Context: an optimization exercise on an open-source flow, tuned for small area and a short achievable clock period. The choices shown serve that exercise and are no tape-out recipe. At most, simulation tests tie the RTL to the original design; equivalence was not proved. No functional check of the RTL was part of runs 6 and 7. No activity file was given, so power comes from the tool's default toggle rates.

[run.sh]
#!/bin/bash
# synth_recipe.tcl (not shown) runs the flow's synth.tcl, then flattens the netlist and writes it again
# the make line also repeats each setting of config.mk as NAME=value (left out here)
make -C /OpenROAD-flow-scripts/flow DESIGN_CONFIG=/design/flow/config.mk WORK_HOME=/design/flow/orfs CLKGATE_MAP_FILE= SYNTH_SCRIPT=/design/flow/synth_recipe.tcl finish
[config.mk]
export PLATFORM = sky130hd
export DESIGN_NAME = data_mem_sized
export DESIGN_NICKNAME = data_mem_sized
export VERILOG_FILES = /design/flow/design.v
export SDC_FILE = /design/flow/constraint.sdc
export NUM_CORES = 4
export LEC_CHECK = 0
export CAP_MARGIN = 20
export CORE_MARGIN = 2
export CORE_UTILIZATION = 47
export CTS_CLUSTER_DIAMETER = 100
export CTS_CLUSTER_SIZE = 25
export PLACE_DENSITY = 0.57
export SETUP_SLACK_MARGIN = 5
export SLEW_MARGIN = 20
export SYNTH_HIERARCHICAL = 1
export TNS_END_PERCENT = 100
[constraint.sdc]
create_clock -name core_clock -period 8.0 [get_ports {clk}]
set_input_delay 1.6000 -clock core_clock [delete_from_list [all_inputs] [get_ports {clk}]]
set_output_delay 1.6000 -clock core_clock [all_outputs]
set_load 0.01 [all_outputs]
[design.v]
`default_nettype none
module dm_a22o (
  input  logic a1, a2, b1, b2,
  output logic x
);
  assign x = (a1 & a2) | (b1 & b2);
endmodule
module dm_rd8 (
  input  logic [7:0] s,
  input  logic [7:0] d,
  output logic       y
);
  logic [3:0] t;
  for (genvar i = 0; i < 4; i++) begin : g_t
    assign t[i] = ~((s[2*i] & d[2*i]) | (s[2*i+1] & d[2*i+1]));
  end
  assign y = ~&t;
endmodule
module dm_nand4 (
  input  logic a, b, c, d,
  output logic y
);
  assign y = ~(a & b & c & d);
endmodule
module dm_sign (
  input  logic [3:0] sel,
  input  logic [3:0] b7,
  output logic       s
);
  assign s = |(sel & b7);
endmodule
module dm_nand4en (
  input  logic a, b, c, d, en,
  output logic y
);
  assign y = en & ~(a & b & c & d);
endmodule
module dm_nand2 (
  input  logic a, b,
  output logic y
);
  assign y = ~(a & b);
endmodule
module dm_nor2 (
  input  logic a, b,
  output logic y
);
  assign y = ~(a | b);
endmodule
module data_mem_sized #(
  parameter int DEPTH     = 64,
  parameter int ADDR_W    = 8,
  parameter int LATENCY   = 1,
  parameter int INIT_MODE = 1
) (
  input  logic              clk,
  input  logic              rst,
  input  logic              req_valid,
  output logic              req_ready,
  input  logic              req_we,
  input  logic [1:0]        req_size,
  input  logic              req_unsigned,
  input  logic [ADDR_W-1:0] req_addr,
  input  logic [31:0]       req_wdata,
  output logic              resp_valid,
  output logic [31:0]       resp_rdata,
  output logic              resp_err,
  output logic              init_busy
);
  logic [2047:0] mem_q;    
  logic [2047:0] mem_d;
  logic        busy_q;
  logic        ready_q;
  logic [5:0]  cnt_q;
  logic        resp_valid_q;
  logic        resp_err_q;
  logic        req_err;
  logic        accept;
  logic        st;
  logic [31:0] rd_word;
  logic [31:0] load_data;
  logic [3:0]  lane_mask;
  logic [31:0] lane_data;
  assign accept = req_valid && !busy_q && !rst;
  always_comb begin
    case (req_size)
      2'b00:   req_err = 1'b0;
      2'b01:   req_err = req_addr[0];
      2'b10:   req_err = |req_addr[1:0];
      default: req_err = 1'b1;
    endcase
  end
  logic [7:0]  pre_lo, pre_hi;
  logic [63:0] rowsel;
  always_comb begin
    for (int i = 0; i < 8; i++) begin
      pre_lo[i] = (req_addr[4:2] == 3'(i));
      pre_hi[i] = (req_addr[7:5] == 3'(i));
    end
    for (int w = 0; w < 64; w++) rowsel[w] = pre_lo[w % 8] && pre_hi[w / 8];
  end
  logic       ld;           
  logic [3:0] sel0;         
  logic       sel1_lo;      
  logic       sel1_hi;      
  logic       sel1_s;       
  logic       selw;         
  logic [3:0] ssel;         
  assign ld = !req_we && !req_err;
  always_comb begin
    sel0    = 4'b0000;
    sel1_lo = 1'b0;
    sel1_hi = 1'b0;
    sel1_s  = 1'b0;
    selw    = 1'b0;
    ssel    = 4'b0000;
    case (req_size)
      2'b00: begin
        sel0   = 4'b0001 << req_addr[1:0];
        sel1_s = 1'b1;
        ssel   = req_unsigned ? 4'b0000 : (4'b0001 << req_addr[1:0]);
      end
      2'b01: begin
        sel0    = req_addr[1] ? 4'b0100 : 4'b0001;
        sel1_lo = !req_addr[1];
        sel1_hi = req_addr[1];
        ssel    = req_unsigned ? 4'b0000 : (req_addr[1] ? 4'b1000 : 4'b0010);
      end
      default: begin
        sel0    = 4'b0001;
        sel1_lo = 1'b1;
        selw    = 1'b1;
      end
    endcase
    if (!ld) begin
      sel0    = 4'b0000;
      sel1_lo = 1'b0;
      sel1_hi = 1'b0;
      sel1_s  = 1'b0;
      selw    = 1'b0;
    end
  end
  logic [63:0] sgn_w;
  for (genvar w = 0; w < 64; w++) begin : g_sgnw
    dm_sign u_sgn (
      .sel(ssel),
      .b7({mem_q[32*w+31], mem_q[32*w+23], mem_q[32*w+15], mem_q[32*w+7]}),
      .s(sgn_w[w])
    );
  end
  logic [2:0] sgn;
  for (genvar j = 0; j < 33; j++) begin : g_rcol
    logic [7:0]  t2;
    logic [3:0]  t3;
    for (genvar g = 0; g < 8; g++) begin : g_l2
      logic [7:0] dcol;
      for (genvar i = 0; i < 8; i++) begin : g_d
        assign dcol[i] = (j < 32) ? mem_q[32*(8*g+i)+(j % 32)] : sgn_w[8*g+i];
      end
      dm_rd8 u_g (.s(rowsel[8*g +: 8]), .d(dcol), .y(t2[g]));
    end
    for (genvar g = 0; g < 4; g++) begin : g_l3
      dm_nor2 u_g (.a(t2[2*g]), .b(t2[2*g+1]), .y(t3[g]));
    end
    if (j < 32) begin : g_data
      dm_nand4 u_l4 (.a(t3[0]), .b(t3[1]), .c(t3[2]), .d(t3[3]), .y(rd_word[j]));
    end else begin : g_sign
      for (genvar c = 0; c < 3; c++) begin : g_c
        dm_nand4en u_l4 (.a(t3[0]), .b(t3[1]), .c(t3[2]), .d(t3[3]),
                         .en(c == 0 ? sel1_s : ld), .y(sgn[c]));
      end
    end
  end
  logic [31:0] rdw_q;
  logic [2:0]  sgn_q;
  logic [3:0]  sel0_q;
  logic        sel1_lo_q, sel1_hi_q, selw_q;
  always_ff @(posedge clk) begin
    rdw_q     <= rd_word;
    sgn_q     <= sgn;
    sel0_q    <= sel0;
    sel1_lo_q <= sel1_lo;
    sel1_hi_q <= sel1_hi;
    selw_q    <= selw;
  end
  always_comb begin
    for (int k = 0; k < 8; k++) begin
      load_data[k]    = (sel0_q[0] & rdw_q[k])      | (sel0_q[1] & rdw_q[8+k])
                      | (sel0_q[2] & rdw_q[16+k])   | (sel0_q[3] & rdw_q[24+k]);
      load_data[8+k]  = (sel1_lo_q & rdw_q[8+k]) | (sel1_hi_q & rdw_q[24+k]) | sgn_q[0];
      load_data[16+k] = (selw_q & rdw_q[16+k]) | sgn_q[1];
      load_data[24+k] = (selw_q & rdw_q[24+k]) | sgn_q[2];
    end
  end
  assign st = accept && req_we && !req_err;
  always_comb begin
    case (req_size)
      2'b00: begin
        lane_mask = 4'b0001 << req_addr[1:0];
        lane_data = {4{req_wdata[7:0]}};
      end
      2'b01: begin
        lane_mask = req_addr[1] ? 4'b1100 : 4'b0011;
        lane_data = {2{req_wdata[15:0]}};
      end
      default: begin
        lane_mask = 4'b1111;
        lane_data = req_wdata;
      end
    endcase
  end
  logic [3:0]  lane_en;
  logic [31:0] wd0, wd1;
  assign lane_en = st ? lane_mask : 4'h0;
  assign wd0 = busy_q ? 32'h0 : lane_data;
  assign wd1 = busy_q ? 32'h1F : lane_data;
  logic [7:0]  wpre_lo, wpre_hi;
  logic [63:0] wrow, wrow_n;
  logic [3:0]  wlane, wlane_n;
  always_comb begin
    for (int i = 0; i < 8; i++) begin
      wpre_lo[i] = busy_q || pre_lo[i];
      wpre_hi[i] = busy_q || pre_hi[i];
    end
    for (int w = 0; w < 64; w++) begin
      wrow[w]   = wpre_lo[w % 8] && wpre_hi[w / 8];
      wrow_n[w] = !(wpre_lo[w % 8] && wpre_hi[w / 8]);
    end
    wlane   = lane_en | {4{busy_q}};
    wlane_n = ~(lane_en | {4{busy_q}});
  end
  for (genvar w = 0; w < 64; w++) begin : g_word
    for (genvar b = 0; b < 4; b++) begin : g_lane
      logic wen, hold;
      dm_nor2  u_wen  (.a(wrow_n[w]), .b(wlane_n[b]), .y(wen));
      dm_nand2 u_hold (.a(wrow[w]),   .b(wlane[b]),   .y(hold));
      for (genvar j = 0; j < 8; j++) begin : g_bit
        localparam int K = 8*b + j;
        dm_a22o u_nxt (
          .a1(wen),  .a2((((w % 32) >> K) & 1) != 0 ? wd1[K] : wd0[K]),
          .b1(hold), .b2(mem_q[32*w+K]),
          .x(mem_d[32*w+K])
        );
      end
    end
  end
  always_ff @(posedge clk) begin
    mem_q <= mem_d;
  end
  always_ff @(posedge clk) begin
    if (rst) begin
      busy_q  <= 1'b1;
      ready_q <= 1'b0;
      cnt_q   <= 6'd0;
    end else if (busy_q) begin
      cnt_q <= cnt_q + 6'd1;
      if (cnt_q == 6'd63) begin
        busy_q  <= 1'b0;
        ready_q <= 1'b1;
      end
    end
  end
  always_ff @(posedge clk) begin
    resp_valid_q <= accept;
    resp_err_q   <= req_err;
  end
  assign req_ready  = ready_q;
  assign init_busy  = busy_q;
  assign resp_valid = resp_valid_q;
  assign resp_rdata = load_data;
  assign resp_err   = resp_err_q;
endmodule
`default_nettype wire
==> results of run 1 <==
[cells by family (layout without fill, tap and decap cells)]
kind of cell / after synthesis / after routing / synth area share
buffers and inverters: 58 / 503 / 0.00426
DFF: 2100 / 2100 / 0.550
muxes: 25 / 25 / 0.00341
other: 0 / 10 / 0
AOI/OAI and AO/OA: 3299 / 3307 / 0.358
and+or+nand+nor: 1308 / 1317 / 0.0832
adders and majority gates: 1 / 1 / 0.000164
xor gates and xnor gates: 6 / 6 / 0.000688
[sequential cells by signal, indices dropped and copies added, names as in the netlist]
register	count
sgn_q	3
mem_q	2048
busy_q	1
resp_err_q	1
sel1_hi_q	1
sel0_q	4
selw_q	1
rdw_q	32
sel1_lo_q	1
ready_q	1
cnt_q	6
resp_valid_q	1
[worst max path at each step]
stage                 from             end  slack (ps)  cells after the start
2_1_floorplan  req_size[0]        sgn_q[1]        3350                     10
3_3_place_gp   req_addr[7]       rdw_q[30]        2430                      8
5_1_grt          rdw_q[30]  resp_rdata[14]        4570                      2
4_1_cts          rdw_q[30]  resp_rdata[14]        4580                      2
3_5_place_dp   req_addr[7]       rdw_q[30]        2410                      8
6_report         sel1_lo_q   resp_rdata[9]        4580                      2
[metal layers]
metal	up-vias	wire length, um
met3	834	38700
met5	-	86
met1	34388	134000
met2	4418	142000
met4	12	22000
li1	28801	-
[through the flow]
step	cell area, um^2	setup WS [ps]
floorplan	76600	3350
global placement	81000	2430
detailed placement	81000	2410
CTS	88300	4580
global route	89700	4570
finish	89700	4580
[layout make-up]
class                           count  area share
Antenna cell                       10    0.000279
Clock buffer                       96      0.0265
Clock inverter                      1   0.0000976
Inverter                            3    0.000126
Multi-Input combinational cell   4656       0.417
Sequential cell                  2100       0.469
Tap cell                         2160      0.0301
Timing Repair Buffer              403      0.0564
[layout by cell type (no fill, tap or decap), drive strengths merged, types with 2 or more instances in the layout]
master         synthesis  routed
a31oi                  3       3
bufbuf                 0      11
a41oi                  3       3
or2                   71      71
nor4                   3       3
nand4                298     298
nand3b                 6       6
diode                  0      10
clkdlybuf4s50          0      32
nor3b                  2       2
nand2                350     350
xor2                   3       3
xnor2                  3       3
nor2                 546     555
dfxtp               2100    2100
or3                    3       3
clkbuf                25     107
a22o                2048    2048
a31o                   2       4
a21oi                 12      12
nor2b                  8       8
mux2                   8       8
nand3                  2       2
nor3                   4       4
buf                   30     345
mux2i                 17      17
a21o                  19      25
a22oi               1200    1200
and2                   2       2
nand2b                 3       3
inv                    3       4
o21ai                  2       2
a221o                  8       8
clkdlybuf4s15          0       3
or3b                   6       6
[Yosys stat by module, one instance, submodules excluded]
module          copies in the design  flip-flops and latches  area, um^2  cells
dm_nand4en                         3                       0        20.0      2
data_mem_sized                     1                    2100       45000   2555
dm_nand4                          32                       0        6.26      1
dm_sign                           64                       0        18.8      3
dm_rd8                           264                       0        36.3      5
dm_a22o                         2048                       0        8.76      1
dm_nor2                          388                       0        3.75      1
dm_nand2                         256                       0        3.75      1
[repair_timing]
item / CTS / global route
pin swaps: 133 / 52
setup buffers: 128 / 46
gates cloned: 35 / 4
setup endpoints to repair: 2119 / 1308
gates resized for setup: 1029 / 226
[power breakdown]
| group | switching (mW) | total (mW) | internal, mW |
|---|---|---|---|
| registers | 0.00863 | 10.5 | 10.5 |
| logic | 0.201 | 0.315 | 0.114 |
| clock network | 3.38 | 5.52 | 2.13 |
| total | 3.59 | 16.3 | 12.7 |
==> results.yml, run 1 <==
clock_network:
  cts_tree: "built"
  cts_sinks: 2100
  postCtsHoldBufs: 0
  cts_buffers: 93
  cts_buffer_depth: 3
  cts-htree-levels: 3
  worstSkewPairLatency_ps: 770
  root_buffer: "clkbuf_16"
  cts.clk_slew.worst_paths_ps: 100
timing:
  fin_setup_tns_ps: 0
  tightest_slew_ps: 1260
  relSlewSlack: 0.163
  final-setup-viol-count: 0
  finalHoldViolCount: 0
  hold_ws_ps: 477
  min_period_ps: 3420
  rsz0062_at_grt: "yes"
  max_freq_mhz: 292
  period_share: 0.428
  fin_skew_ps: 27.5
  timing.final.max_slew_violations: 0
drt:
  viasPerCell: 7.26
  drtAntennaViolNets: 0
  drtIter0Drc: 9613
  vias: 68453
  drc: 0
  dr.pass1.iters: 9
  wl_per_cell_um: 35.7
  routed_wl_mm: 337
layout:
  area_growth_pct: 17.5
  final_net_count: 7305
  postLayoutCoreUtil: 0.558
  multiInputGateArea_mm2: 0.0374
  drive_above_1_share: 0.170
  nFillCells: 13825
  regArea_mm2: 0.0421
  fin_cells: 9429
critical_path:
  crit_path_start_kind: "register"
  critPathArrivalTime_ps: 1820
  cp.required_ps: 6400
  path_buf_inv: 1
  crit_type: "reg -> out"
  ff2ff_setup_slack_ps: 5090
  reg2reg_depth: 6
  cp_max_fo: 8
  worstSetupEndpointType: "output port"
  crit_family: "compound AO/OA/AOI/OAI gates"
  critPathMaxStageDelay_ps: 490
  timing.rr.end: "mem_q[833]"
  rr_startpoint: "busy_q"
  cp_cell_sequence: "a221o_2, buf_6"
  cp_slowest_cell: "a221o_2"
synthesis:
  syn_avg_cell_area_um2: 11.2
  yosys-top-cells-area: "dfxtp_1 55%, a22o_1 23%, a22oi_1 12%"
  yosys_warnings: 7
  synth_edf_count: 0
  yosys.area.top_type: "dfxtp_1"
  synth-seq-cells: 2100
  yosysMostFrequentCell: "dfxtp_1"
  synth.top_cell.area_share: 0.550
  synth_cell_types: 44
  async_reset_ff_frac: 0
  synth.net_count: 6845
  ys.flop_type: "dfxtp_1"
  yosys-top-cells-count: "2100 x dfxtp_1, 2048 x a22o_1, 1200 x a22oi_1"
  netlist_area_mm2: 0.0764
  yosysSeqAreaShare: 0.550
  synth_cells: 6797
global_routing:
  grt_pass1_wl_mm: 474
  grt_use_met3: 0.0947
  use_met2: 0.560
  grt_usage: 0.385
  grt_util_met1: 0.520
  busiest_layer: "met2"
  grt_pass1_vias: 64588
  grt-ovfl-total: 0
  grt_antenna_before_repair: 15
  grt_max_degree: 87
power:
  leakage_nw: 34.2
  max-vdd-ir-drop_mv: 0.174
  powerDensity_mw_per_mm2: 182
  total_power_mw: 16.3
job:
  maxCapViolCount: 0
placed_design:
  dp.cells: 9109
  io_buffers: 82
  place.gp.congestion: 0.955
  hpwl_mm: 205
worst_hold_path:
  worstHoldPathType: "reg -> reg"
  whs_path_depth: 1
  holdPathEnd: "mem_q[1114]"
  hp-start: "mem_q[1114]"
die:
  die_w_um: 407
  io_pins: 83
  core_mm2: 0.161
  die-area_mm2: 0.166
  initial_core_util: 0.475
  fp.dieH_um: 407
  rows: 147
run_status:
  status: "timing/DRC/antenna clean"
==> inputs of run 2 (changes only) <==
--- a/config.mk
+++ b/config.mk
@@ -11,4 +11,5 @@
 export CTS_CLUSTER_DIAMETER = 100
 export CTS_CLUSTER_SIZE = 25
+export GPL_ROUTABILITY_DRIVEN = 0
 export PLACE_DENSITY = 0.57
 export SETUP_SLACK_MARGIN = 5
==> run 2 against run 1 <==
  * Still clean on timing, DRC and antenna
  * Count of clock-buffer cells in the layout unchanged
  * Critical path depth unchanged
  * Utilization did not move
  * Critical endpoint unchanged
==> results.yml, run 2 <==
layout:
  final_cell_mix: "2081 x dfxtp_1, 2048 x a22o_1, 1134 x a22oi_1"
  largest_register_ffs: 2048
  design_area_mm2: 0.0897
  drive_above_1_share: 0.170
  layout_commonest_cell: "dfxtp_1"
  nFillCells: 13825
  area_growth_pct: 17.5
  top_regs: "mem_q (2048), rdw_q (32), cnt_q (6)"
  final_net_count: 7305
  regMostFlops: "mem_q"
timing:
  hold_ws_ps: 477
  relSlewSlack: 0.163
  tightest_slew_ps: 1260
  period_share: 0.428
  finalHoldViolCount: 0
  fin_skew_ps: 27.5
  final-setup-viol-count: 0
  rsz0062_at_grt: "yes"
  max_freq_mhz: 292
  fin_setup_tns_ps: 0
  min_period_ps: 3420
  timing.final.max_slew_violations: 0
synthesis:
  netlist_area_mm2: 0.0764
  synth.top_cell.area_share: 0.550
  synth_cells: 6797
  yosys_warnings: 7
  yosys-top-cells-area: "dfxtp_1 55%, a22o_1 23%, a22oi_1 12%"
  yosysMostFrequentCell: "dfxtp_1"
  synth_edf_count: 0
  yosys-top-cells-count: "2100 x dfxtp_1, 2048 x a22o_1, 1200 x a22oi_1"
  ys.flop_type: "dfxtp_1"
  async_reset_ff_frac: 0
  syn_avg_cell_area_um2: 11.2
  synth.net_count: 6845
  yosys.area.top_type: "dfxtp_1"
  yosysSeqAreaShare: 0.550
  synth_cell_types: 44
  synth-seq-cells: 2100
clock_network:
  cts_buffer_depth: 3
  cts.clk_slew.worst_paths_ps: 100
  root_buffer: "clkbuf_16"
  cts_buffers: 93
  cts_sinks: 2100
  postCtsHoldBufs: 0
  cts-htree-levels: 3
  worstSkewPairLatency_ps: 770
  cts_tree: "built"
power:
  max-vdd-ir-drop_mv: 0.174
  sw_frac_of_total: 0.221
  seqPwrFrac: 0.642
  combPwrFrac: 0.019
  power.internal_mw: 12.7
  clock_power_share: 0.339
  leakage_nw: 34.2
  power_switching_mw: 3.59
  powerDensity_mw_per_mm2: 182
die:
  rows: 147
  die-area_mm2: 0.166
  fp.dieH_um: 407
  core_mm2: 0.161
  initial_core_util: 0.475
  io_pins: 83
  die_w_um: 407
drt:
  drc: 0
  drtAntennaViolNets: 0
  vias: 68453
  wl_per_cell_um: 35.7
  viasPerCell: 7.26
  drtIter0Drc: 9613
  dr.pass1.iters: 9
  routed_wl_mm: 337
critical_path:
  cp_max_fo: 8
  cp.required_ps: 6400
  critPathMaxStageDelay_ps: 490
  crit_type: "reg -> out"
  critPathArrivalTime_ps: 1820
  path_buf_inv: 1
  worstSetupEndpointType: "output port"
  cp_cell_sequence: "a221o_2, buf_6"
  crit_family: "compound AO/OA/AOI/OAI gates"
  crit_path_start_kind: "register"
  cp_slowest_cell: "a221o_2"
global_routing:
  grt_antenna_before_repair: 15
  grt-ovfl-total: 0
  grt_pass1_wl_mm: 474
  grt_max_degree: 87
  grt_usage: 0.385
  grt_pass1_vias: 64588
run_status:
  status: "timing/DRC/antenna clean"
job:
  maxCapViolCount: 0
worst_hold_path:
  worstHoldPathType: "reg -> reg"
placed_design:
  dpl_cell_area_mm2: 0.0810
  hpwl_mm: 205
  io_buffers: 82
[run 2: cell counts after synthesis]
Identical to the previous run, type by type.
[run 2: final timing paths]
check	startpoint	to	slack (ps)	cells after the start
max	sel1_lo_q	resp_rdata[9]	4580	2
min	mem_q[1114]	mem_q[1114]	480	1
max reg2reg	busy_q	mem_q[833]	5090	6
min reg2reg	mem_q[1114]	mem_q[1114]	480	1
[run 2: per-stage QoR]
| stage | setup WS, ps | util | total power, mW | cells |
|---|---|---|---|---|
| final | 4580 | 0.558 | 16.3 | 9429 |
| after global routing | 4570 | 0.557 | 16.7 | 9424 |
| after CTS | 4580 | 0.549 | 16.3 | 9369 |
| after detailed placement | 2410 | 0.504 | 10.9 | 9109 |
| after global placement | 2430 | 0.503 | 10.9 | 9107 |
| after floorplan | 3350 | - | 10.8 | 6797 |
[run 2: what timing repair did]
action                                  in CTS  in global routing
gates cloned                                35                  4
resized for setup                         1029                226
endpoints found under the setup margin    2119               1308
setup buffers                              128                 46
pin swaps                                  133                 52
[run 2: final cells by class]
| type | instances | area, um^2 | share of cell area |
|---|---|---|---|
| Antenna cell | 10 | 25.0 | 0.000279 |
| Clock buffer | 96 | 2380 | 0.0265 |
| Clock inverter | 1 | 8.76 | 0.0000976 |
| Inverter | 3 | 11.3 | 0.000126 |
| Multi-Input combinational cell | 4656 | 37400 | 0.417 |
| Sequential cell | 2100 | 42100 | 0.469 |
| Tap cell | 2160 | 2700 | 0.0301 |
| Timing Repair Buffer | 403 | 5060 | 0.0564 |
[run 2: Yosys stat by module (local to each module, per instance), excerpt]
module | flip-flops and latches | copies in the design
dm_sign | 0 | 64
dm_rd8 | 0 | 264
dm_nand2 | 0 | 256
dm_a22o | 0 | 2048
dm_nor2 | 0 | 388
dm_nand4en | 0 | 3
[run 2: cell families after synthesis]
family / synth area share
adders and majority gates: 0.000164
and+or+nand+nor: 0.0832
buffers and inverters: 0.00426
AOI/OAI and AO/OA: 0.358
xor gates and xnor gates: 0.000688
muxes: 0.00341
DFF: 0.550
[run 2: power by group through the flow]
stage | Clock [mW] | Combinational, mW | Sequential (mW)
after detailed placement | 0 | 0.210 | 10.7
after CTS | 5.54 | 0.286 | 10.5
final | 5.52 | 0.315 | 10.5
after global placement | 0 | 0.209 | 10.7
after floorplan | 0 | 0.107 | 10.7
after global routing | 5.89 | 0.317 | 10.5
[run 2: routing by layer]
metal | up-vias | global-route usage | share of wire
li1 | 28801 | - | -
met1 | 34388 | 0.520 | 0.40
met2 | 4418 | 0.560 | 0.42
met3 | 834 | 0.0947 | 0.12
met4 | 12 | 0.223 | 0.065
met5 | - | 0 | 0.00026
==> inputs of run 3 (changes only) <==
--- a/config.mk
+++ b/config.mk
@@ -6,13 +6,12 @@
 export NUM_CORES = 4
 export LEC_CHECK = 0
-export CAP_MARGIN = 20
+export CAP_MARGIN = 0
 export CORE_MARGIN = 2
 export CORE_UTILIZATION = 47
 export CTS_CLUSTER_DIAMETER = 100
 export CTS_CLUSTER_SIZE = 25
-export GPL_ROUTABILITY_DRIVEN = 0
 export PLACE_DENSITY = 0.57
 export SETUP_SLACK_MARGIN = 5
-export SLEW_MARGIN = 20
+export SLEW_MARGIN = 0
 export SYNTH_HIERARCHICAL = 1
 export TNS_END_PERCENT = 100
==> run 3 against run 2 <==
  * Critical path type unchanged
  * Largest power group unchanged
  * Fmax fell by 0.45%
  * Largest cell class unchanged
  * Still clean on timing, DRC and antenna
  * Combinational power grew 7.0%
  * First-iteration DRC count grew 3.1%
==> results.yml, run 3 <==
run_status:
  status: "timing/DRC/antenna clean"
timing:
  final-setup-viol-count: 0
  period_share: 0.430
  min_period_ps: 3440
  relSlewSlack: 0.165
  fin_setup_tns_ps: 0
  finalHoldViolCount: 0
  fin_skew_ps: 28.8
  max_freq_mhz: 291
  tightest_slew_ps: 1250
  timing.final.max_slew_violations: 0
  rsz0062_at_grt: "yes"
clock_network:
  cts.clk_slew.worst_paths_ps: 110
  cts_sinks: 2100
  postCtsHoldBufs: 0
  cts_buffers: 93
  cts_tree: "built"
  worstSkewPairLatency_ps: 760
  cts_buffer_depth: 3
  cts-htree-levels: 3
  root_buffer: "clkbuf_16"
die:
  die_w_um: 407
  die-area_mm2: 0.166
  core_mm2: 0.161
  fp.dieH_um: 407
  rows: 147
  io_pins: 83
  initial_core_util: 0.475
critical_path:
  worstSetupEndpointType: "output port"
  cp_max_fo: 2
  cp.required_ps: 6400
  crit_type: "reg -> out"
  critPathArrivalTime_ps: 1840
  critPathMaxStageDelay_ps: 530
  cp_slowest_cell: "a221o_2"
  cp_cell_sequence: "a221o_2, buf_6"
  crit_path_start_kind: "register"
global_routing:
  grt_antenna_before_repair: 17
  grt-ovfl-total: 0
  grt_pass1_wl_mm: 476
  grt_usage: 0.387
  grt_max_degree: 87
  grt_pass1_vias: 64504
synthesis:
  synth.top_cell.area_share: 0.550
  yosysSeqAreaShare: 0.550
  async_reset_ff_frac: 0
  synth_edf_count: 0
  yosys.area.top_type: "dfxtp_1"
  netlist_area_mm2: 0.0764
  synth-seq-cells: 2100
  yosys-top-cells-area: "dfxtp_1 55%, a22o_1 23%, a22oi_1 12%"
  yosys_warnings: 7
  yosys-top-cells-count: "2100 x dfxtp_1, 2048 x a22o_1, 1200 x a22oi_1"
  synth_cells: 6797
  synth.net_count: 6845
  yosysMostFrequentCell: "dfxtp_1"
  synth_cell_types: 44
  syn_avg_cell_area_um2: 11.2
  ys.flop_type: "dfxtp_1"
placed_design:
  place.gp.congestion: 0.955
  dpl_cell_area_mm2: 0.0810
  hpwl_mm: 205
  io_buffers: 82
layout:
  regMostFlops: "mem_q"
  drive_above_1_share: 0.181
  largest_register_ffs: 2048
  final_net_count: 7344
  area_growth_pct: 18.6
  design_area_mm2: 0.0906
  layout_commonest_cell: "dfxtp_1"
  top_regs: "mem_q (2048), rdw_q (32), cnt_q (6)"
  final_cell_mix: "2082 x dfxtp_1, 2048 x a22o_1, 1119 x a22oi_1"
drt:
  wl_per_cell_um: 36.4
  drtAntennaViolNets: 0
  dr.pass1.iters: 8
  vias: 68897
  viasPerCell: 7.28
  drtIter0Drc: 9911
  routed_wl_mm: 344
  drc: 0
power:
  leakage_nw: 34.5
  powerDensity_mw_per_mm2: 180
  max-vdd-ir-drop_mv: 0.174
worst_hold_path:
  worstHoldPathType: "reg -> reg"
job:
  maxCapViolCount: 0
## run 3: per-module statistics from Yosys, one instance, submodules excluded
module	copies in the design	cell area (um^2)	flops+latches	cells inside
dm_a22o	2048	8.76	0	1
dm_nor2	388	3.75	0	1
dm_rd8	264	36.3	0	5
dm_nand2	256	3.75	0	1
data_mem_sized	1	45000	2100	2555
dm_nand4	32	6.26	0	1
dm_sign	64	18.8	0	3
dm_nand4en	3	20.0	0	2
## run 3: power by group
| part | total [mW] | internal [mW] | leakage [nW] | switching, mW |
|---|---|---|---|---|
| Combinational | 0.337 | 0.121 | 16.4 | 0.216 |
| Clock | 5.52 | 2.13 | 1.18 | 3.39 |
| Sequential | 10.5 | 10.5 | 16.9 | 0.00813 |
| Total | 16.3 | 12.7 | 34.5 | 3.61 |
## run 3: final timing paths
kind | startpoint | to | slack, ps | depth (start not counted)
worst min-delay path | mem_q[1548] | mem_q[1548] | 480 | 1
worst min register to register | mem_q[1548] | mem_q[1548] | 480 | 1
worst max-delay path | rdw_q[9] | resp_rdata[9] | 4560 | 2
worst max register to register | busy_q | mem_q[833] | 5080 | 6
## run 3: kinds of logic (layout without fill, tap and decap cells)
kind of cell               count (synthesis)  in the layout  synth area share
adders and majority gates                  1              1          0.000164
muxes                                     25             25           0.00341
and+or+nand+nor                         1308           1318            0.0832
DFF                                     2100           2100             0.550
buffers and inverters                     58            541           0.00426
AOI/OAI and AO/OA                       3299           3307             0.358
other                                      0              9                 0
xor gates and xnor gates                   6              6          0.000688
## run 3: worst max-delay path, delay by kind of cell (launching register included)
kind,cells,cell delay (ps)
AOI/OAI and AO/OA,1,530
DFF,1,380
buffers and inverters,1,170
## run 3: repair_timing
action,CTS,global route
resized for setup,1102,268
pin swaps,146,66
cloned,38,13
endpoints found under the setup margin,2119,1292
setup buffers,149,54
endpoints found under the hold margin,0,0
## run 3: area by class of cell
| type | count | area [um^2] |
|---|---|---|
| clock inverters | 1 | 8.76 |
| clock buffers | 96 | 2380 |
| diodes | 9 | 22.5 |
| repair buffers | 441 | 5580 |
| fillers | 13775 | 70300 |
| flip-flops and latches | 2100 | 42100 |
| well taps | 2160 | 2700 |
| inverters | 3 | 11.3 |
| multi-input cells | 4657 | 37800 |
## run 3: layer usage
metal  GRT usage  share of wire  up-vias
met3       0.100           0.12      909
met5           0        0.00032        -
li1            -              -    28917
met2       0.563           0.42     4458
met1       0.520           0.40    34597
met4       0.218          0.067       16
## run 3: stage by stage
step	power [mW]	hold slack, ps	util	setup slack (ps)	std cells
after global routing	16.7	489	0.563	4520	9458
after CTS	16.3	481	0.552	4570	9391
final	16.3	475	0.563	4560	9467
after floorplan	10.8	440	-	3350	6797
after global placement	10.9	450	0.503	2430	9107
after detailed placement	10.9	453	0.503	2410	9107
==> inputs of run 4 (changes only) <==
--- a/config.mk
+++ b/config.mk
@@ -6,12 +6,13 @@
 export NUM_CORES = 4
 export LEC_CHECK = 0
-export CAP_MARGIN = 0
+export CAP_MARGIN = 20
 export CORE_MARGIN = 2
 export CORE_UTILIZATION = 47
-export CTS_CLUSTER_DIAMETER = 100
-export CTS_CLUSTER_SIZE = 25
+export CTS_BUF_LIST = sky130_fd_sc_hd__clkbuf_8
+export CTS_CLUSTER_DIAMETER = 80
+export CTS_CLUSTER_SIZE = 16
 export PLACE_DENSITY = 0.57
 export SETUP_SLACK_MARGIN = 5
-export SLEW_MARGIN = 0
+export SLEW_MARGIN = 20
 export SYNTH_HIERARCHICAL = 1
 export TNS_END_PERCENT = 100
==> run 4 against run 3 <==
  * Synthesized cell count unchanged
  * Final cell count fell by 0.23%
  * Utilization shrank 1.6 points
  * Largest cell class unchanged
  * Critical path depth is the same
  * Still clean
  * Area after synthesis unchanged
  * Via count fell by 1.5%
==> results.yml, run 4 <==
synthesis:
  netlist_area_mm2: 0.0764
  yosys_warnings: 7
  yosys-top-cells-area: "dfxtp_1 55%, a22o_1 23%, a22oi_1 12%"
  synth_cell_types: 44
  yosys-top-cells-count: "2100 x dfxtp_1, 2048 x a22o_1, 1200 x a22oi_1"
  synth.net_count: 6845
  synth-seq-cells: 2100
  synth_cells: 6797
  synth.top_cell.area_share: 0.550
  async_reset_ff_frac: 0
  synth_edf_count: 0
  ys.flop_type: "dfxtp_1"
  yosysSeqAreaShare: 0.550
  syn_avg_cell_area_um2: 11.2
  yosys.area.top_type: "dfxtp_1"
  yosysMostFrequentCell: "dfxtp_1"
run_status:
  status: "timing/DRC/antenna clean"
global_routing:
  grt_pass1_wl_mm: 471
  grt_pass1_vias: 64576
  grt_usage: 0.382
  grt_max_degree: 86
  grt-ovfl-total: 0
  grt_antenna_before_repair: 17
die:
  fp.dieH_um: 407
  initial_core_util: 0.475
  die-area_mm2: 0.166
  core_mm2: 0.161
  io_pins: 83
  die_w_um: 407
  rows: 147
timing:
  final-setup-viol-count: 0
  min_period_ps: 3610
  max_freq_mhz: 277
  hold_ws_ps: 476
  rsz0062_at_grt: "yes"
  setup_slack_ps: 4390
  timing.final.max_slew_violations: 0
  fin_skew_ps: 33.2
  finalHoldViolCount: 0
  period_share: 0.452
  tightest_slew_ps: 1230
  fin_setup_tns_ps: 0
  relSlewSlack: 0.182
clock_network:
  postCtsHoldBufs: 0
  cts-htree-levels: 4
  cts.clk_slew.worst_paths_ps: 100
  cts_buffer_depth: 3
  cts_buffers: 150
  worstSkewPairLatency_ps: 950
  cts_sinks: 2100
  root_buffer: "clkbuf_8"
  cts_tree: "built"
drt:
  dr.pass1.iters: 7
  wl_per_cell_um: 35.5
  drc: 0
  vias: 67830
  drtIter0Drc: 9271
  viasPerCell: 7.18
  drtAntennaViolNets: 0
  routed_wl_mm: 335
critical_path:
  crit_path_start_kind: "register"
  cp.required_ps: 6400
  cp_max_fo: 3
  worstSetupEndpointType: "output port"
  critPathArrivalTime_ps: 2010
  crit_type: "reg -> out"
placed_design:
  place_ws_ps: 2410
  place.gp.congestion: 0.955
  io_buffers: 82
  hpwl_mm: 205
  dpl_cell_area_mm2: 0.0810
power:
  powerDensity_mw_per_mm2: 182
  leakage_nw: 33.5
  total_power_mw: 16.0
  max-vdd-ir-drop_mv: 0.190
layout:
  top_regs: "mem_q (2048), rdw_q (32), cnt_q (6)"
  regMostFlops: "mem_q"
  layout_commonest_cell: "dfxtp_1"
  largest_register_ffs: 2048
  design_area_mm2: 0.0880
  final_net_count: 7312
  final_cell_mix: "2080 x dfxtp_1, 2048 x a22o_1, 1159 x a22oi_1"
  drive_above_1_share: 0.161
  area_growth_pct: 15.3
worst_hold_path:
  worstHoldPathType: "reg -> reg"
job:
  maxCapViolCount: 0
-- run 4: cell types whose count changed in the layout (fill, tap and decap cells not counted), sizes merged, moves of 2 or more --
| cell | previous run | this run |
|---|---|---|
| clkbuf | 111 | 174 |
| buf | 377 | 296 |
| clkdlybuf4s15 | 5 | 0 |
| inv | 4 | 6 |
| diode | 9 | 6 |
-- run 4: power breakdown --
| group | switching (mW) | total (mW) | internal [mW] |
|---|---|---|---|
| Sequential | 0.00860 | 10.5 | 10.4 |
| Combinational | 0.203 | 0.305 | 0.102 |
| Clock | 3.45 | 5.27 | 1.82 |
-- run 4: worst paths after layout --
check             start       endpoint  slack, ps  depth (start not counted)
max reg2reg      busy_q     mem_q[948]       5090                          6
min reg2reg  mem_q[938]     mem_q[938]        480                          1
max           rdw_q[24]  resp_rdata[8]       4390                          2
min          mem_q[938]     mem_q[938]        480                          1
-- run 4: critical path: stages, from the launching register on --
cell	delay (ps)
dfxtp_1	400
a221o_2	480
buf_2	180
-- run 4: timing repair --
| item | CTS | global route |
|---|---|---|
| buffers inserted | 84 | 43 |
| pin swaps | 92 | 38 |
| setup endpoints to repair | 2119 | 1886 |
| cloned | 28 | 7 |
| gates resized for setup | 776 | 256 |
-- run 4: cell type report --
type | count | area (um^2)
Antenna cell | 6 | 15.0
Clock buffer | 162 | 2230
Clock inverter | 5 | 40.0
Fill cell | 14079 | 72900
Inverter | 3 | 11.3
Multi-Input combinational cell | 4656 | 36700
Sequential cell | 2100 | 42100
Tap cell | 2160 | 2700
Timing Repair Buffer | 353 | 4210
-- run 4: layer usage --
layer | part of all wire | up-vias | track usage
met2 | 0.43 | 4206 | 0.560
met3 | 0.11 | 782 | 0.0969
li1 | - | 28800 | -
met4 | 0.060 | 16 | 0.207
met5 | 0.00030 | - | 0
met1 | 0.40 | 34026 | 0.516
-- run 4: per-module statistics from Yosys (local to each module, per instance) --
module          area (um^2)  copies in the design  cells inside  flops+latches
data_mem_sized        45000                     1          2555           2100
dm_a22o                8.76                  2048             1              0
dm_nand2               3.75                   256             1              0
dm_nand4               6.26                    32             1              0
dm_nand4en             20.0                     3             2              0
dm_nor2                3.75                   388             1              0
dm_rd8                 36.3                   264             5              0
dm_sign                18.8                    64             3              0
-- run 4: kinds of logic (layout without fill, tap and decap cells) --
logic type / Yosys count / after routing / share of synthesized area
simple gates: 1308 / 1317 / 0.0832
compound gates: 3299 / 3307 / 0.358
flops: 2100 / 2100 / 0.550
other cells: 0 / 6 / 0
fa+ha+maj: 1 / 1 / 0.000164
buf+inv: 58 / 523 / 0.00426
xor+xnor: 6 / 6 / 0.000688
mux: 25 / 25 / 0.00341
-- run 4: through the flow --
step                       util  cells
after floorplan               -   6797
after global placement    0.503   9107
after detailed placement  0.504   9109
after CTS                 0.537   9388
after global routing      0.547   9443
final                     0.547   9445
==> inputs of run 5 (changes only) <==
--- a/config.mk
+++ b/config.mk
@@ -9,7 +9,6 @@
 export CORE_MARGIN = 2
 export CORE_UTILIZATION = 47
-export CTS_BUF_LIST = sky130_fd_sc_hd__clkbuf_8
 export CTS_CLUSTER_DIAMETER = 80
-export CTS_CLUSTER_SIZE = 16
+export CTS_CLUSTER_SIZE = 30
 export PLACE_DENSITY = 0.57
 export SETUP_SLACK_MARGIN = 5
==> run 5 against run 4 <==
  * Largest power group unchanged
  * Utilization up 1.9 points
  * Final cell count increased by 0.74%
  * Still clean
  * Count of clock-buffer cells in the layout down 48
  * Total power rose by 9.2%
==> results.yml, run 5 <==
synthesis:
  synth.top_cell.area_share: 0.550
  yosys-top-cells-area: "dfxtp_1 55%, a22o_1 23%, a22oi_1 12%"
  yosysMostFrequentCell: "dfxtp_1"
  async_reset_ff_frac: 0
  netlist_area_mm2: 0.0764
  yosys-top-cells-count: "2100 x dfxtp_1, 2048 x a22o_1, 1200 x a22oi_1"
  yosys.area.top_type: "dfxtp_1"
  synth-seq-cells: 2100
  synth.net_count: 6845
  ys.flop_type: "dfxtp_1"
  syn_avg_cell_area_um2: 11.2
  synth_cells: 6797
  yosys_warnings: 7
  synth_edf_count: 0
  synth_cell_types: 44
  yosysSeqAreaShare: 0.550
critical_path:
  critPathArrivalTime_ps: 1870
  cp_max_fo: 3
  worstSetupEndpointType: "output port"
  cp.required_ps: 6400
  crit_type: "reg -> out"
  crit_path_start_kind: "register"
die:
  core_mm2: 0.161
  rows: 147
  initial_core_util: 0.475
  die_w_um: 407
  fp.dieH_um: 407
  io_pins: 83
  die-area_mm2: 0.166
clock_network:
  cts_buffer_depth: 3
  cts_tree: "built"
  postCtsHoldBufs: 0
  worstSkewPairLatency_ps: 790
  cts_sinks: 2100
  cts.clk_slew.worst_paths_ps: 110
  cts-htree-levels: 3
  cts_buffers: 103
  root_buffer: "clkbuf_16"
placed_design:
  io_buffers: 82
  hpwl_mm: 205
  place.gp.congestion: 0.955
  dp.cells: 9109
  dpl_cell_area_mm2: 0.0810
timing:
  tightest_slew_ps: 1250
  rsz0062_at_grt: "yes"
  fin_skew_ps: 41.0
  min_period_ps: 3470
  period_share: 0.433
  finalHoldViolCount: 0
  final-setup-viol-count: 0
  timing.final.max_slew_violations: 0
  fin_setup_tns_ps: 0
  max_freq_mhz: 289
  relSlewSlack: 0.167
drt:
  vias: 68672
  wl_per_cell_um: 35.8
  dr.pass1.iters: 8
  drtAntennaViolNets: 0
  drc: 0
  viasPerCell: 7.22
  routed_wl_mm: 341
  drtIter0Drc: 9994
global_routing:
  use_met2: 0.566
  grt_pass1_wl_mm: 480
  grt-ovfl-total: 0
  grt_pass1_vias: 64766
  busiest_layer: "met2"
  grt_use_met3: 0.117
  grt_antenna_before_repair: 16
  grt_util_met1: 0.516
  grt_usage: 0.391
  grt_max_degree: 86
layout:
  regMostFlops: "mem_q"
  postLayoutCoreUtil: 0.566
  largest_register_ffs: 2048
  fin_cells: 9515
  design_area_mm2: 0.0910
  area_growth_pct: 19.2
  multiInputGateArea_mm2: 0.0374
  regArea_mm2: 0.0421
  final_net_count: 7319
  top_regs: "mem_q (2048), rdw_q (32), cnt_q (6)"
  layout_commonest_cell: "dfxtp_1"
  drive_above_1_share: 0.180
  final_cell_mix: "2083 x dfxtp_1, 2048 x a22o_1, 1110 x a22oi_1"
  nFillCells: 13708
run_status:
  status: "timing/DRC/antenna clean"
worst_hold_path:
  worstHoldPathType: "reg -> reg"
power:
  powerDensity_mw_per_mm2: 192
  leakage_nw: 34.7
  total_power_mw: 17.5
  max-vdd-ir-drop_mv: 0.183
job:
  maxCapViolCount: 0
==> run 5: cell families after synthesis <==
logic type | after synthesis | share of synthesized area
compound gates | 3299 | 0.358
flops | 2100 | 0.550
xor+xnor | 6 | 0.000688
buf+inv | 58 | 0.00426
simple gates | 1308 | 0.0832
mux | 25 | 0.00341
fa+ha+maj | 1 | 0.000164
==> run 5: cell type report <==
cell class / count / share of cell area
diodes: 4 / 0.000110
clock buffers: 114 / 0.0295
inverters: 3 / 0.000124
multi-input cells: 4656 / 0.411
well taps: 2160 / 0.0297
flip-flops and latches: 2100 / 0.462
clock inverters: 71 / 0.0109
repair buffers: 407 / 0.0567
==> run 5: critical path, stage by stage (launching register included) <==
cell and delay (ps):
dfxtp_4 450, a221o_1 430, buf_2 190
==> run 5: final timing paths <==
check / start / end / slack (ps) / cells after the start
worst max register to register: busy_q / mem_q[898] / 5180 / 6
worst min-delay path: mem_q[1597] / mem_q[1597] / 480 / 1
worst min register to register: mem_q[1597] / mem_q[1597] / 480 / 1
worst max-delay path: rdw_q[28] / resp_rdata[12] / 4530 / 2
==> run 5: layer usage <==
metal | vias up | wire length (um)
met2 | 4272 | 143000
met1 | 34539 | 134000
li1 | 28945 | -
met3 | 896 | 40400
met5 | - | 217
met4 | 20 | 23100
==> run 5: modules after synthesis, one instance, submodules excluded <==
module | area [um^2] | cells inside | times used | flip-flops and latches
dm_nand4 | 6.26 | 1 | 32 | 0
dm_rd8 | 36.3 | 5 | 264 | 0
dm_nand2 | 3.75 | 1 | 256 | 0
dm_sign | 18.8 | 3 | 64 | 0
dm_nor2 | 3.75 | 1 | 388 | 0
data_mem_sized | 45000 | 2555 | 1 | 2100
dm_a22o | 8.76 | 1 | 2048 | 0
dm_nand4en | 20.0 | 2 | 3 | 0
==> run 5: where the power goes <==
group	switching [mW]	leakage, nW	internal [mW]
Combinational	0.213	16.0	0.117
Sequential	0.00880	16.9	10.5
Clock	3.99	1.76	2.72
Total	4.21	34.7	13.3
==> run 5: timing repair <==
item / 4_1_cts / 5_1_grt
gates cloned: 45 / 4
buffers inserted: 123 / 45
pin swaps: 124 / 76
gates resized for setup: 978 / 272
setup endpoints to repair: 2119 / 1294
==> run 5: stage by stage <==
stage	setup slack [ps]	hold WS, ps
floorplan	3350	440
global placement	2430	450
detailed placement	2410	453
CTS	4550	480
global route	4540	490
finish	4530	479
==> inputs of run 6 (changes only) <==
--- a/design.v
+++ b/design.v
@@ -29,10 +29,4 @@
 );
   assign s = |(sel & b7);
-endmodule
-module dm_nand4en (
-  input  logic a, b, c, d, en,
-  output logic y
-);
-  assign y = en & ~(a & b & c & d);
 endmodule
 module dm_nand2 (
@@ -141,14 +135,5 @@
     end
   end
-  logic [63:0] sgn_w;
-  for (genvar w = 0; w < 64; w++) begin : g_sgnw
-    dm_sign u_sgn (
-      .sel(ssel),
-      .b7({mem_q[32*w+31], mem_q[32*w+23], mem_q[32*w+15], mem_q[32*w+7]}),
-      .s(sgn_w[w])
-    );
-  end
-  logic [2:0] sgn;
-  for (genvar j = 0; j < 33; j++) begin : g_rcol
+  for (genvar j = 0; j < 32; j++) begin : g_rcol
     logic [7:0]  t2;
     logic [3:0]  t3;
@@ -156,5 +141,5 @@
       logic [7:0] dcol;
       for (genvar i = 0; i < 8; i++) begin : g_d
-        assign dcol[i] = (j < 32) ? mem_q[32*(8*g+i)+(j % 32)] : sgn_w[8*g+i];
+        assign dcol[i] = mem_q[32*(8*g+i)+j];
       end
       dm_rd8 u_g (.s(rowsel[8*g +: 8]), .d(dcol), .y(t2[g]));
@@ -163,12 +148,13 @@
       dm_nor2 u_g (.a(t2[2*g]), .b(t2[2*g+1]), .y(t3[g]));
     end
-    if (j < 32) begin : g_data
-      dm_nand4 u_l4 (.a(t3[0]), .b(t3[1]), .c(t3[2]), .d(t3[3]), .y(rd_word[j]));
-    end else begin : g_sign
-      for (genvar c = 0; c < 3; c++) begin : g_c
-        dm_nand4en u_l4 (.a(t3[0]), .b(t3[1]), .c(t3[2]), .d(t3[3]),
-                         .en(c == 0 ? sel1_s : ld), .y(sgn[c]));
-      end
-    end
+    dm_nand4 u_l4 (.a(t3[0]), .b(t3[1]), .c(t3[2]), .d(t3[3]), .y(rd_word[j]));
+  end
+  logic [2:0] sgn;
+  for (genvar c = 0; c < 3; c++) begin : g_sgn
+    dm_sign u_sgn (
+      .sel(ssel & {4{c == 0 ? sel1_s : ld}}),
+      .b7({rd_word[31], rd_word[23], rd_word[15], rd_word[7]}),
+      .s(sgn[c])
+    );
   end
   logic [31:0] rdw_q;
--- a/config.mk
+++ b/config.mk
@@ -8,8 +8,8 @@
 export CAP_MARGIN = 20
 export CORE_MARGIN = 2
-export CORE_UTILIZATION = 47
-export CTS_CLUSTER_DIAMETER = 80
-export CTS_CLUSTER_SIZE = 30
-export PLACE_DENSITY = 0.57
+export CORE_UTILIZATION = 40
+export CTS_CLUSTER_DIAMETER = 100
+export CTS_CLUSTER_SIZE = 25
+export PLACE_DENSITY = 0.5
 export SETUP_SLACK_MARGIN = 5
 export SLEW_MARGIN = 20
==> run 6 against run 5 <==
  * Clock power decreased by 11%
  * Count of clock-buffer cells in the layout down 8
  * Still clean on timing, DRC and antenna
  * Synthesized cell count fell by 3.4%
==> results.yml, run 6 <==
critical_path:
  crit_path_start_kind: "register"
  cp.required_ps: 6400
  worstSetupEndpointType: "output port"
  crit_type: "reg -> out"
  reg2reg_depth: 6
  critPathArrivalTime_ps: 1860
  cp_max_fo: 8
  ff2ff_setup_slack_ps: 5050
timing:
  min_period_ps: 3460
  setup_slack_ps: 4540
  finalHoldViolCount: 0
  fin_setup_tns_ps: 0
  max_freq_mhz: 289
  tightest_slew_ps: 1170
  timing.final.max_slew_violations: 0
  relSlewSlack: 0.219
  fin_skew_ps: 21.9
  rsz0062_at_grt: "yes"
  period_share: 0.433
  final-setup-viol-count: 0
drt:
  viasPerCell: 6.78
  met1Wirelength_mm: 140
  dr.pass1.iters: 6
  drc: 0
  vias: 65726
  routed_wl_mm: 344
  wl_met3_mm: 28.5
  drtIter0Drc: 7398
  dr_wl_met2_mm: 152
  wl_per_cell_um: 35.5
  drtAntennaViolNets: 0
  dr.max_layer_used: "met5"
power:
  max-vdd-ir-drop_mv: 0.190
  leakage_nw: 34.5
  total_power_mw: 16.8
  powerDensity_mw_per_mm2: 185
synthesis:
  ys.flop_type: "dfxtp_1"
  synthXorXnorAreaFrac: 0.000702
  synth_compound_area_frac: 0.349
  yosys_warnings: 7
  syn_avg_cell_area_um2: 11.4
  yosysMostFrequentCell: "dfxtp_1"
  synth_top_family_by_area: "compound AO/OA/AOI/OAI gates"
  synth_edf_count: 0
  synth_cells: 6567
  synth_fa_ha_area_frac: 0.000167
  synth.net_count: 6615
  yosys.area.top_type: "dfxtp_1"
  synth-seq-cells: 2100
  yosysSeqAreaShare: 0.561
  yosys-top-cells-count: "2100 x dfxtp_1, 2048 x a22o_1, 1046 x a22oi_1"
  async_reset_ff_frac: 0
  netlist_area_mm2: 0.0749
  synthMuxAreaShare: 0.00361
  synth.top_cell.area_share: 0.561
  synthSimpleGateAreaFrac: 0.0813
  synth_cell_types: 39
  yosys-top-cells-area: "dfxtp_1 56%, a22o_1 24%, a22oi_1 10%"
die:
  die_w_um: 437
  initial_core_util: 0.403
  die-area_mm2: 0.191
  io_pins: 83
  rows: 158
  core_mm2: 0.186
  fp.dieH_um: 437
clock_network:
  cts_tree: "built"
  postCtsHoldBufs: 0
  cts-htree-levels: 3
  cts.clk_slew.worst_paths_ps: 100
  root_buffer: "clkbuf_16"
  cts_sinks: 2100
  worstSkewPairLatency_ps: 790
  cts_buffer_depth: 3
  cts_buffers: 96
placed_design:
  io_buffers: 82
  place.gp.congestion: 0.919
  place_ws_ps: 2120
  hpwl_mm: 206
layout:
  layout_commonest_cell: "dfxtp_1"
  regArea_mm2: 0.0421
  regMostFlops: "mem_q"
  nFillCells: 16936
  top_regs: "mem_q (2048), rdw_q (32), cnt_q (6)"
  final_net_count: 7236
  multiInputGateArea_mm2: 0.0362
  area_growth_pct: 21.1
  drive_above_1_share: 0.198
  final_cell_mix: "2089 x dfxtp_1, 2048 x a22o_1, 955 x a22oi_1"
  largest_register_ffs: 2048
global_routing:
  grt-ovfl-total: 0
  grt_usage: 0.341
  grt_pass1_vias: 61990
  grt_pass1_wl_mm: 475
  grt_max_degree: 66
  grt_antenna_before_repair: 6
worst_hold_path:
  whs_path_depth: 1
  worstHoldPathType: "reg -> reg"
job:
  maxCapViolCount: 0
run_status:
  status: "timing/DRC/antenna clean"
run 6: cell types whose count changed after synthesis, moves of 3 or more:
cell	delta
a22oi_1	-154
nand2_1	-61
nand4_1	-8
nor2_1	-4
a41oi_2	-3
nor2_4	+3
or2_1	+3
or2_2	-3
run 6: where the power goes:
| part | total [mW] | internal, mW | switching [mW] |
|---|---|---|---|
| Combinational | 0.363 | 0.145 | 0.218 |
| Clock | 5.95 | 2.41 | 3.54 |
| Sequential | 10.5 | 10.5 | 0.00742 |
| Total | 16.8 | 13.0 | 3.77 |
run 6: cell families (layout without fill, tap and decap cells):
| group | after synthesis | after routing |
|---|---|---|
| AOI/OAI and AO/OA | 3140 | 3145 |
| DFF | 2100 | 2100 |
| and+or+nand+nor | 1237 | 1277 |
| buffers and inverters | 57 | 653 |
| muxes | 26 | 26 |
| xor gates and xnor gates | 6 | 6 |
| adders and majority gates | 1 | 1 |
| other | 0 | 3 |
run 6: final timing paths:
path | endpoint | from
worst max register to register | mem_q[626] | busy_q
worst min register to register | mem_q[1332] | mem_q[1332]
worst max-delay path | resp_rdata[11] | sel1_lo_q
worst min-delay path | mem_q[1332] | mem_q[1332]
run 6: critical path, cell delays in order, from the launching register on:
cell	delay, ps
dfxtp_4	400
a221o_2	490
buf_6	170
run 6: routing by layer:
metal  vias up  global-route usage
li1      28163                   -
met1     33387               0.451
met2      3426               0.524
met3       746              0.0639
met4         4               0.190
met5         -                   0
run 6: per-stage QoR:
| stage | utilization | area [um^2] | hold slack, ps | std cells |
|---|---|---|---|---|
| finish | 0.488 | 90700 | 477 | 9691 |
| global route | 0.488 | 90700 | 488 | 9690 |
| CTS | 0.477 | 88600 | 480 | 9593 |
| detailed placement | 0.432 | 80200 | 453 | 9183 |
| global placement | 0.431 | 80100 | 452 | 9180 |
| floorplan | - | 75700 | 440 | 6567 |
run 6: what timing repair did:
item | 4_1_cts | 5_1_grt
pin swaps | 149 | 140
setup buffers | 231 | 86
endpoints found under the setup margin | 2119 | 1630
resized for setup | 902 | 315
gates cloned | 61 | 8
endpoints found under the hold margin | 0 | 0
run 6: per-module statistics from Yosys (local to each module, per instance):
| module | flip-flops and latches | area (um^2) | cells inside |
|---|---|---|---|
| dm_rd8 | 0 | 36.3 | 5 |
| dm_sign | 0 | 18.8 | 3 |
| dm_a22o | 0 | 8.76 | 1 |
| data_mem_sized | 2100 | 45000 | 2558 |
| dm_nand4 | 0 | 6.26 | 1 |
| dm_nand2 | 0 | 3.75 | 1 |
| dm_nor2 | 0 | 3.75 | 1 |
run 6: cell type report:
cell class,instances,share of cell area
Sequential cell,2100,0.464
Multi-Input combinational cell,4455,0.399
Timing Repair Buffer,534,0.0725
Tap cell,2480,0.0342
Clock buffer,106,0.0283
Clock inverter,12,0.00196
Inverter,1,0.000179
Antenna cell,3,0.0000827
==> inputs of run 7 (changes only) <==
--- a/config.mk
+++ b/config.mk
@@ -8,8 +8,8 @@
 export CAP_MARGIN = 20
 export CORE_MARGIN = 2
-export CORE_UTILIZATION = 40
+export CORE_UTILIZATION = 47
 export CTS_CLUSTER_DIAMETER = 100
 export CTS_CLUSTER_SIZE = 25
-export PLACE_DENSITY = 0.5
+export PLACE_DENSITY = 0.57
 export SETUP_SLACK_MARGIN = 5
 export SLEW_MARGIN = 20
==> run 7 against run 6 <==
  * Clock skew rose by 8.7 ps
  * Synthesized cell count unchanged
  * Worst hold slack better by 1.6 ps
  * Combinational power is about 10% higher
  * First-iteration DRC count is 31% higher
  * Via count rose by 3.4%
  * Critical endpoint is now resp_rdata[9]
==> results.yml, run 7 <==
drt:
  wl_per_cell_um: 36.3
  vias: 67976
  viasPerCell: 7.22
  routed_wl_mm: 342
  dr.pass1.iters: 7
  drtAntennaViolNets: 0
  drtIter0Drc: 9711
  drc: 0
layout:
  fin_cells: 9416
  final_net_count: 7380
  postLayoutCoreUtil: 0.585
  design_area_mm2: 0.0927
  top_regs: "mem_q (2048), rdw_q (32), cnt_q (6)"
  nFillCells: 13108
  area_growth_pct: 23.7
  regMostFlops: "mem_q"
  final_cell_mix: "2072 x dfxtp_1, 2048 x a22o_1, 877 x a22oi_1"
  largest_register_ffs: 2048
  drive_above_1_share: 0.227
  layout_commonest_cell: "dfxtp_1"
global_routing:
  use_met2: 0.549
  busiest_layer: "met2"
  grt_use_met3: 0.135
  grt_pass1_wl_mm: 475
  grt_util_met1: 0.542
  grt_antenna_before_repair: 11
  grt-ovfl-total: 0
  grt_usage: 0.399
  grt_pass1_vias: 63244
  grt_max_degree: 74
job:
  maxCapViolCount: 0
timing:
  rsz0062_at_grt: "yes"
  fin_skew_ps: 30.6
  period_share: 0.423
  max_freq_mhz: 296
  min_period_ps: 3380
  finalHoldViolCount: 0
  fin_setup_tns_ps: 0
  relSlewSlack: 0.163
  timing.final.max_slew_violations: 0
  final-setup-viol-count: 0
  tightest_slew_ps: 1260
worst_hold_path:
  holdPathEnd: "mem_q[291]"
  worstHoldPathType: "reg -> reg"
  whs_path_depth: 1
  hp-start: "mem_q[291]"
critical_path:
  crit_path_start_kind: "register"
  worstSetupEndpointType: "output port"
  reg2reg_depth: 6
  timing.rr.end: "mem_q[35]"
  ff2ff_setup_slack_ps: 5270
  rr_startpoint: "busy_q"
  cp.required_ps: 6400
  critPathArrivalTime_ps: 1780
  cp_max_fo: 2
  crit_type: "reg -> out"
synthesis:
  async_reset_ff_frac: 0
  yosys.area.top_type: "dfxtp_1"
  synth_edf_count: 0
  netlist_area_mm2: 0.0749
  ys.flop_type: "dfxtp_1"
  synth.top_cell.area_share: 0.561
  yosys-top-cells-count: "2100 x dfxtp_1, 2048 x a22o_1, 1046 x a22oi_1"
  syn_avg_cell_area_um2: 11.4
  yosys-top-cells-area: "dfxtp_1 56%, a22o_1 24%, a22oi_1 10%"
  synth_cells: 6567
  synth_cell_types: 39
  yosysMostFrequentCell: "dfxtp_1"
  yosysSeqAreaShare: 0.561
  synth-seq-cells: 2100
  yosys_warnings: 7
  synth.net_count: 6615
power:
  leakage_nw: 35.5
  total_power_mw: 16.4
  max-vdd-ir-drop_mv: 0.168
  powerDensity_mw_per_mm2: 177
clock_network:
  root_buffer: "clkbuf_16"
  cts_buffer_depth: 3
  cts_buffers: 94
  worstSkewPairLatency_ps: 770
  cts-htree-levels: 3
  cts_tree: "built"
  cts.clk_slew.worst_paths_ps: 110
  postCtsHoldBufs: 0
  cts_sinks: 2100
placed_design:
  hpwl_mm: 194
  place.gp.congestion: 0.946
  dpl_cell_area_mm2: 0.0795
  dp.cells: 8757
  io_buffers: 82
run_status:
  status: "timing/DRC/antenna clean"
die:
  core_mm2: 0.158
  die-area_mm2: 0.163
  die_w_um: 403
  fp.dieH_um: 403
  rows: 146
  initial_core_util: 0.473
  io_pins: 83
run 7: how the worst max path moves through the flow:
stage               slack [ps]         from              to
detailed placement        2430  req_addr[2]     mem_q[1324]
CTS                       4640    rdw_q[12]  resp_rdata[12]
floorplan                 3520  req_size[0]     mem_q[1021]
global route              4620    rdw_q[12]  resp_rdata[12]
finish                    4620     rdw_q[9]   resp_rdata[9]
global placement          2270          rst      mem_q[194]
run 7: power breakdown:
group	internal (mW)	switching [mW]	leakage (nW)
registers	10.4	0.00753	16.9
clock network	2.18	3.39	1.21
logic	0.161	0.240	17.4
total	12.8	3.64	35.5
run 7: timing repair:
item	in CTS	in global routing
pin swaps	218	251
cloned	86	15
setup buffers	353	96
endpoints found under the setup margin	2119	1955
gates resized for setup	1131	370
run 7: worst max-delay path, cell delays in order, from the launching register on:
cell     delay, ps
dfxtp_2        380
a221o_1        460
buf_2          180
run 7: layout make-up:
| cell class | instances | area (um^2) | area share |
|---|---|---|---|
| Sequential cell | 2100 | 42100 | 0.454 |
| Antenna cell | 7 | 17.5 | 0.000189 |
| Timing Repair Buffer | 652 | 7970 | 0.0859 |
| Clock inverter | 2 | 35.0 | 0.000378 |
| Multi-Input combinational cell | 4483 | 37500 | 0.405 |
| Tap cell | 2072 | 2590 | 0.0280 |
| Inverter | 1 | 16.3 | 0.000175 |
| Clock buffer | 99 | 2430 | 0.0263 |
run 7: Yosys stat by module (local to each module, per instance):
| module | flops+latches | cells inside | area, um^2 |
|---|---|---|---|
| dm_nand2 | 0 | 1 | 3.75 |
| dm_nor2 | 0 | 1 | 3.75 |
| dm_nand4 | 0 | 1 | 6.26 |
| data_mem_sized | 2100 | 2558 | 45000 |
| dm_a22o | 0 | 1 | 8.76 |
| dm_rd8 | 0 | 5 | 36.3 |
| dm_sign | 0 | 3 | 18.8 |
run 7: kinds of logic after synthesis:
family / count (synthesis) / share of synthesized area
AO/OA/AOI/OAI: 3140 / 0.349
flip-flops: 2100 / 0.561
AND/OR/NAND/NOR: 1237 / 0.0813
buffers and inverters: 57 / 0.00439
multiplexers: 26 / 0.00361
XOR/XNOR: 6 / 0.000702
adder cells (fa/ha/maj): 1 / 0.000167
run 7: layer usage:
layer,part of all wire,vias to the layer above
li1,-,28487
met1,0.40,34039
met2,0.40,4535
met3,0.13,893
met4,0.066,22
met5,0.00071,-
run 7: per-stage QoR:
step                hold WS (ps)  setup slack [ps]
floorplan                    440              3520
global placement             452              2270
detailed placement           453              2430
CTS                          482              4640
global route                 486              4620
finish                       479              4620

port drivers added, routing unchanged:
In the flow no input, the clock included, has a driving cell. The finished layouts below were timed again as built, in two steps. Step 1 assumes that a clkbuf_16 drives the clock port and a buf_2 every other input. Step 2 times the ports against the registers' clock, not the clock port: input delays grow and output delays shrink by t, the midpoint of the rising clock arrivals with the driver on. Slacks: ideal / step 1 / step 2; pairs: ideal / step 1.
run | shift t [ns] | setup slack, ns | hold WS [ns] | slew at the worst register clock pin (ns) | pins driven straight from the clock port
run 1 | 0.833 | 4.579 / 4.499 / 3.943 | 0.477 / 0.477 / 0.477 | 0.11 / 0.11 | 1
run 2 | 0.833 | 4.579 / 4.499 / 3.943 | 0.477 / 0.477 / 0.477 | 0.11 / 0.11 | 1
run 3 | 0.847 | 4.564 / 4.470 / 3.913 | 0.475 / 0.475 / 0.475 | 0.11 / 0.11 | 1
run 4 | 1.012 | 4.386 / 4.308 / 3.847 | 0.476 / 0.476 / 0.476 | 0.12 / 0.12 | 1
run 5 | 0.857 | 4.534 / 4.442 / 3.942 | 0.479 / 0.479 / 0.479 | 0.12 / 0.12 | 1
run 6 | 0.870 | 4.536 / 4.450 / 3.872 | 0.477 / 0.477 / 0.477 | 0.11 / 0.11 | 1
run 7 | 0.827 | 4.619 / 4.540 / 3.765 | 0.479 / 0.479 / 0.479 | 0.11 / 0.11 | 1
After both steps every run listed still meets setup and hold. The setup slack of run 7, which loses most, moves by -0.079 ns with the drivers and by -0.854 ns with both steps.
